What follows belongs to an exercise in optimizing a design on an open flow for small area, a short achievable clock period and few clock cycles per item; a production flow would make more cautious choices.
RTL that was checked went through simulation tests only; none was proved equivalent to the original.
Power and IR drop assume default switching activity.

// mlp_sequencer
module mlp_sequencer #(
   parameter int N1        = 98,
   parameter int N2        = 10,
   parameter int W_K       = 4,
   parameter int W_X       = 8,
   parameter int W_OUT     = 16,
   parameter int ACT_SHIFT = 4,
   parameter int OUT_SHIFT = 8
) (
   input  logic                         clk,
   input  logic                         rstn,
   input  logic                         s_valid,
   output logic                         s_ready,
   input  logic [W_X-1:0]               s_data,
   output logic                         m_valid,
   input  logic                         m_ready,
   output logic [W_OUT-1:0]             m_data,
   output logic                         busy,
   output logic [1:0]                   w_sel,
   output logic [$clog2(N2+1)-1:0]      w_neuron,
   output logic [$clog2(N1/2+1)-1:0]    w_idx,
   input  logic [W_K-1:0]               w_data,
   output logic [W_K-1:0]               tanh_idx,
   input  logic [W_OUT-1:0]             tanh_data
);
   localparam int HALF   = N1 / 2;
  ...
export LEC_CHECK = 0
export CAP_MARGIN = 20
export CORE_MARGIN = 2
export CORE_UTILIZATION = 40
export CTS_BUF_LIST = sky130_fd_sc_hd__clkbuf_16
export CTS_CLUSTER_DIAMETER = 120
export CTS_CLUSTER_SIZE = 25
export PLACE_DENSITY = 0.8
export SETUP_SLACK_MARGIN = 4.45
export SLEW_MARGIN = 20
export TNS_END_PERCENT = 5
create_clock -name core_clock -period 8.0 [get_ports {clk}]
standard.sh (not shown) runs the stock make flow with config.mk's settings and CLKGATE_MAP_FILE= SYNTH_SCRIPT=/design/flow/synth_recipe.tcl, a recipe that flattens the netlist after the stock synthesis.
==> flow/flow/run.sh <==
#!/bin/bash
# Standard layout with two changes: port buffers are plain buf_1 cells, and
# after placement the reset port buffer keeps only the gates of s_ready and
# busy, while a new buffer drives the rest of the reset net (flow/iso.tcl).
set -e
export BUFFER_PORTS_ARGS="-buffer_cell sky130_fd_sc_hd__buf_1"
bash standard.sh place > standard_place.log 2>&1
RES=$PWD/orfs/results/sky130hd/mlp_sequencer/base
RES=$RES OUT=$RES/3_place.odb openroad -no_init -exit flow/iso.tcl > iso.log 2>&1
bash standard.sh finish > standard_finish.log 2>&1
Other scripts of this flow, unchanged in this note and not shown: flow/flow/iso.tcl
The baseline finished with timing, DRC and antenna clean.
Testbench counts at the start, summed over its fixed seeds: cycles 89,766, items 96.
Next try:
--- a/flow/config.mk
+++ b/flow/config.mk
@@ -10 +10 @@
-export CORE_UTILIZATION = 40
+export CORE_UTILIZATION = 55
@@ -14 +14 @@
-export PLACE_DENSITY = 0.8
+export PLACE_DENSITY = 0.85
@@ -17 +17 @@
-export TNS_END_PERCENT = 5
+export TNS_END_PERCENT = 20
After rerunning:
- core utilization came out higher by 16 points
- first-iteration DRC count went down by 8.3%
- final cell count goes down by 7.9%
- power is lower by 0.84%
- global-route usage is higher by 4.0 points
- setup slack gets worse by 0.010 ns
- clock-buffer cell count does not change
- die area goes down by 27%
- register-to-register slack is better by 0.07 ns
Next try:
--- a/flow/config.mk
+++ b/flow/config.mk
@@ -10 +10 @@
-export CORE_UTILIZATION = 55
+export CORE_UTILIZATION = 40
@@ -14 +14 @@
-export PLACE_DENSITY = 0.85
+export PLACE_DENSITY = 0.8
@@ -17 +16,0 @@
-export TNS_END_PERCENT = 20
Result: The changed run completed without violations. Critical path depth fell by 1. Power barely changes. Fmax rose by 1.0%. Worst hold slack hardly moves. Worst setup slack improves by 0.036 ns. Clock skew rose by 0.0084 ns. Core utilization fell by 16 points. Register-to-register slack improves by 0.05 ns. Design area rose by 1.6%.
Next try:
--- a/flow/config.mk
+++ b/flow/config.mk
@@ -11 +11 @@
-export CTS_BUF_LIST = sky130_fd_sc_hd__clkbuf_16
+export CTS_BUF_LIST = sky130_fd_sc_hd__clkbuf_8 sky130_fd_sc_hd__clkbuf_16
@@ -16,0 +17 @@
+export TNS_END_PERCENT = 20
Outcome:
- core utilization fell by 0.38 points
- hold slack barely changes
- power shrinks by about 0.6%
- clock skew barely changes

run A:
Another version of the RTL of mlp_sequencer (not shown whole).
Size in the first run: about 810 cells after synthesis, roughly 250 flip-flops, about 67 I/O pins, ~9300 µm² of cells after synthesis.
Settings: LEC_CHECK=0, CAP_MARGIN=20, CORE_MARGIN=2, CORE_UTILIZATION=40, SETUP_SLACK_MARGIN=4.45, SLEW_MARGIN=20; clock period 8.0 ns.
run.sh (not shown) runs the stock make flow with config.mk's settings and CLKGATE_MAP_FILE= SYNTH_SCRIPT=/design/flow/synth_recipe.tcl, a recipe that flattens the netlist after the stock synthesis.
Stock flow here: none of the scripts above is used.
Changes in run B relative to run A:
# run A
export LEC_CHECK = 0
export CAP_MARGIN = 20
export CORE_MARGIN = 2
export CORE_UTILIZATION = 40
export SETUP_SLACK_MARGIN = 4.45
export SLEW_MARGIN = 20
create_clock -name core_clock -period 8.0 [get_ports {clk}]
# run B
export LEC_CHECK = 0
export CAP_MARGIN = 20
export CORE_MARGIN = 2
export CORE_UTILIZATION = 40
export SETUP_SLACK_MARGIN = 4.2
export SLEW_MARGIN = 20
create_clock -name core_clock -period 8.0 [get_ports {clk}]
==> run summary <==
- Run B | stages: all done | timing, DRC, antenna: all pass
- Run A -> run B: total setup buffers inserted after CTS decreased by more than 10%
- Measured against run B, the routed length per placed instance of run A comes out at 1.07 times the reference value.
- Compared to run A, run B has sequential share of layout area 1.2 points higher.
- Between run A and run B, the insertion delay of the later-clocked pin in the worst-skew pair figures differ only marginally.
- Wire length after detailed routing: lower on run B
- The timing endpoint of the critical path comes out busy in one run and r_acc2[12] in the other, namely in run B and run A respectively.
- Cell area on run B is ahead of run A.
Setup changes, run B to run C
# run B
export LEC_CHECK = 0
export CAP_MARGIN = 20
export CORE_MARGIN = 2
export CORE_UTILIZATION = 40
export SETUP_SLACK_MARGIN = 4.2
export SLEW_MARGIN = 20
create_clock -name core_clock -period 8.0 [get_ports {clk}]
# run C
export LEC_CHECK = 0
export CAP_MARGIN = 20
export CORE_MARGIN = 2
export CORE_UTILIZATION = 40
export SLEW_MARGIN = 20
create_clock -name core_clock -period 8.0 [get_ports {clk}]
Findings:
- Share of total power in combinational logic: lower on run C
- Changes observed in run C relative to run B: overall power of the completed layout rose by about 1.5%, detailed placer's ending HPWL increased about 1.2%, initial cell density of the core barely changed, worst setup slack lost 2.01 ns, instance area at placement about even.
- Final critical-path required period, run B and run C: higher on run C
- Compared with run B, run C shows a lower worst setup slack for register-to-register paths.
Function was not checked in any run of this note: the RTL went through the layout flow alone.

Another version of the RTL of mlp_sequencer (not shown whole).
For scale: ~67 I/O pins, about 8700 sq um of cells after synthesis.
## mlp_sequencer
module mlp_sequencer #(
   parameter int N1        = 98,
   parameter int N2        = 10,
   parameter int W_K       = 4,
   parameter int W_X       = 8,
   parameter int W_OUT     = 16,
   parameter int ACT_SHIFT = 4,
   parameter int OUT_SHIFT = 8
) (
   input  logic                         clk,
   input  logic                         rstn,
   input  logic                         s_valid,
   output logic                         s_ready,
   input  logic [W_X-1:0]               s_data,
   output logic                         m_valid,
   input  logic                         m_ready,
   output logic [W_OUT-1:0]             m_data,
   output logic                         busy,
   output logic [1:0]                   w_sel,
   output logic [$clog2(N2+1)-1:0]      w_neuron,
   output logic [$clog2(N1/2+1)-1:0]    w_idx,
   input  logic [W_K-1:0]               w_data,
   output logic [W_K-1:0]               tanh_idx,
   input  logic [W_OUT-1:0]             tanh_data
);
export LEC_CHECK = 0
export CAP_MARGIN = 20
export CORE_MARGIN = 2
export CORE_UTILIZATION = 60
export CTS_BUF_LIST = sky130_fd_sc_hd__clkbuf_16
export CTS_CLUSTER_DIAMETER = 120
export CTS_CLUSTER_SIZE = 25
export PLACE_DENSITY = 0.75
export SETUP_SLACK_MARGIN = 4.45
export SLEW_MARGIN = 20
create_clock -name core_clock -period 8.0 [get_ports {clk}]
standard.sh (not shown) runs the stock make flow with config.mk's settings and CLKGATE_MAP_FILE= SYNTH_SCRIPT=/design/flow/synth_recipe.tcl, a recipe that flattens the netlist after the stock synthesis.
==> flow/flow/iso.tcl <==
# Give the reset port's fast path to s_ready/busy a buffer of its own: the
# port buffer keeps only the gates that feed those two outputs, and a new
# buffer drives the rest of the reset net.
set res $::env(RES)
read_db $res/3_place.odb
read_liberty /OpenROAD-flow-scripts/flow/platforms/sky130hd/lib/sky130_fd_sc_hd__tt_025C_1v80.lib
set block [ord::get_db_block]
set rport [$block findBTerm rstn]
set rnet [$rport getNet]
# port buffer: the one instance on the port net
set ib ""
foreach it [$rnet getITerms] { set ib [$it getInst] }
set onet ""
foreach it [$ib getITerms] { if {[$it isOutputSignal]} { set onet [$it getNet] } }
puts "reset port buffer [$ib getName] drives [$onet getName] with [llength [$onet getITerms]] pins"
# cells in the fan-in of the s_ready and busy ports, a few levels deep
proc fanin_insts {net depth} {
  set res {}
  if {$depth == 0} { return $res }
  foreach it [$net getITerms] {
    if {[$it isOutputSignal]} {
      set inst [$it getInst]
      lappend res [$inst getName]
      foreach iit [$inst getITerms] {
        if {[$iit isInputSignal] && [$iit getNet] ne "NULL"} {
          set res [concat $res [fanin_insts [$iit getNet] [expr {$depth - 1}]]]
        }
      }
    }
  }
  return $res
}
set keep {}
foreach p {s_ready busy} {
  set keep [concat $keep [fanin_insts [[$block findBTerm $p] getNet] 3]]
}
set keep [lsort -unique $keep]
puts "keep on port buffer: $keep"
set loads {}
set bx 0; set by 0; set n 0
foreach it [$onet getITerms] {
  if {[$it isInputSignal]} {
    set in [[$it getInst] getName]
    if {[lsearch $keep $in] < 0} {
      lappend loads "$in/[[$it getMTerm] getName]"
    }
  }
}
puts "moving [llength $loads] loads"
set loc [[$ib getBBox] xMin]
set x [expr {[[$ib getBBox] xMin] / 1000.0}]
set y [expr {[[$ib getBBox] yMin] / 1000.0}]
insert_buffer -buffer_cell sky130_fd_sc_hd__buf_4 -net [$onet getName] -load_pins $loads -location [list $x $y] -buffer_name rst_tree_buf
detailed_placement
check_placement
write_db $::env(OUT)
Scripts as last shown in full above: flow/flow/run.sh
The starting point finished clean.
Testbench counts at the start, summed over its fixed seeds: cycles 89,766, items 96.
==> next run, changes <==
--- a/flow/config.mk
+++ b/flow/config.mk
@@ -10 +10 @@
-export CORE_UTILIZATION = 60
+export CORE_UTILIZATION = 40
@@ -14 +14 @@
-export PLACE_DENSITY = 0.75
+export PLACE_DENSITY = 0.8
Result:
- register-to-register slack barely changes
- maximum frequency is about the same
- via count rose by 0.51%
- worst hold slack loses 12 ps
- non-clock buffer count rises by 2
- cell area rises by 1.0%
- die area increases by 48%
- utilization falls by 22 points
- critical path depth does not change

separate check: timing with driven ports:
No port has a modelled driver above. Below, the same layouts with a new extraction and two added sets of constraints. Step 1 (the two cells are an assumption about what drives the block):
set clk [get_ports {clk}]
set_driving_cell -lib_cell sky130_fd_sc_hd__clkbuf_16 $clk
set_driving_cell -lib_cell sky130_fd_sc_hd__buf_2 [delete_from_list [all_inputs] $clk]
Step 2 also shifts input and output timing later by t, the mid clock arrival at the registers, as if the neighbouring blocks saw the same clock. a / b / c = ideal / step 1 / step 2; a / b = the first two.
| run | t, ns | setup WS [ns] | slew at the worst register clock pin (ns) | worst slew at a driven data input, ns |
|---|---|---|---|---|
| the first run of note 1 | 0.508 | 4.407 / 4.351 / 4.351 | 0.10 / 0.10 | 0.05 |
| the second run of note 1 | 0.507 | 4.397 / 4.344 / 4.344 | 0.10 / 0.10 | 0.05 |
| the third run of note 1 | 0.514 | 4.432 / 4.385 / 4.385 | 0.11 / 0.11 | 0.05 |
| the fourth run of note 1 | 0.514 | 4.431 / 4.384 / 4.384 | 0.11 / 0.11 | 0.05 |
| run A | 0.558 | 4.291 / 4.226 / 4.189 | 0.07 / 0.07 | 0.12 |
| run B | 0.562 | 4.295 / 4.161 / 4.161 | 0.06 / 0.06 | 0.13 |
| run C | 0.573 | 2.288 / 2.265 / 2.265 | 0.07 / 0.07 | 0.05 |
| the first run of note 3 | 0.500 | 4.446 / 4.413 / 4.167 | 0.10 / 0.10 | 0.04 |
| the second run of note 3 | 0.512 | 4.449 / 4.417 / 4.174 | 0.11 / 0.11 | 0.04 |
After both steps every run listed still meets setup and hold. For the first run of note 3, which loses most, drivers alone change the setup slack by -0.033 ns; drivers and shift together by -0.279 ns.
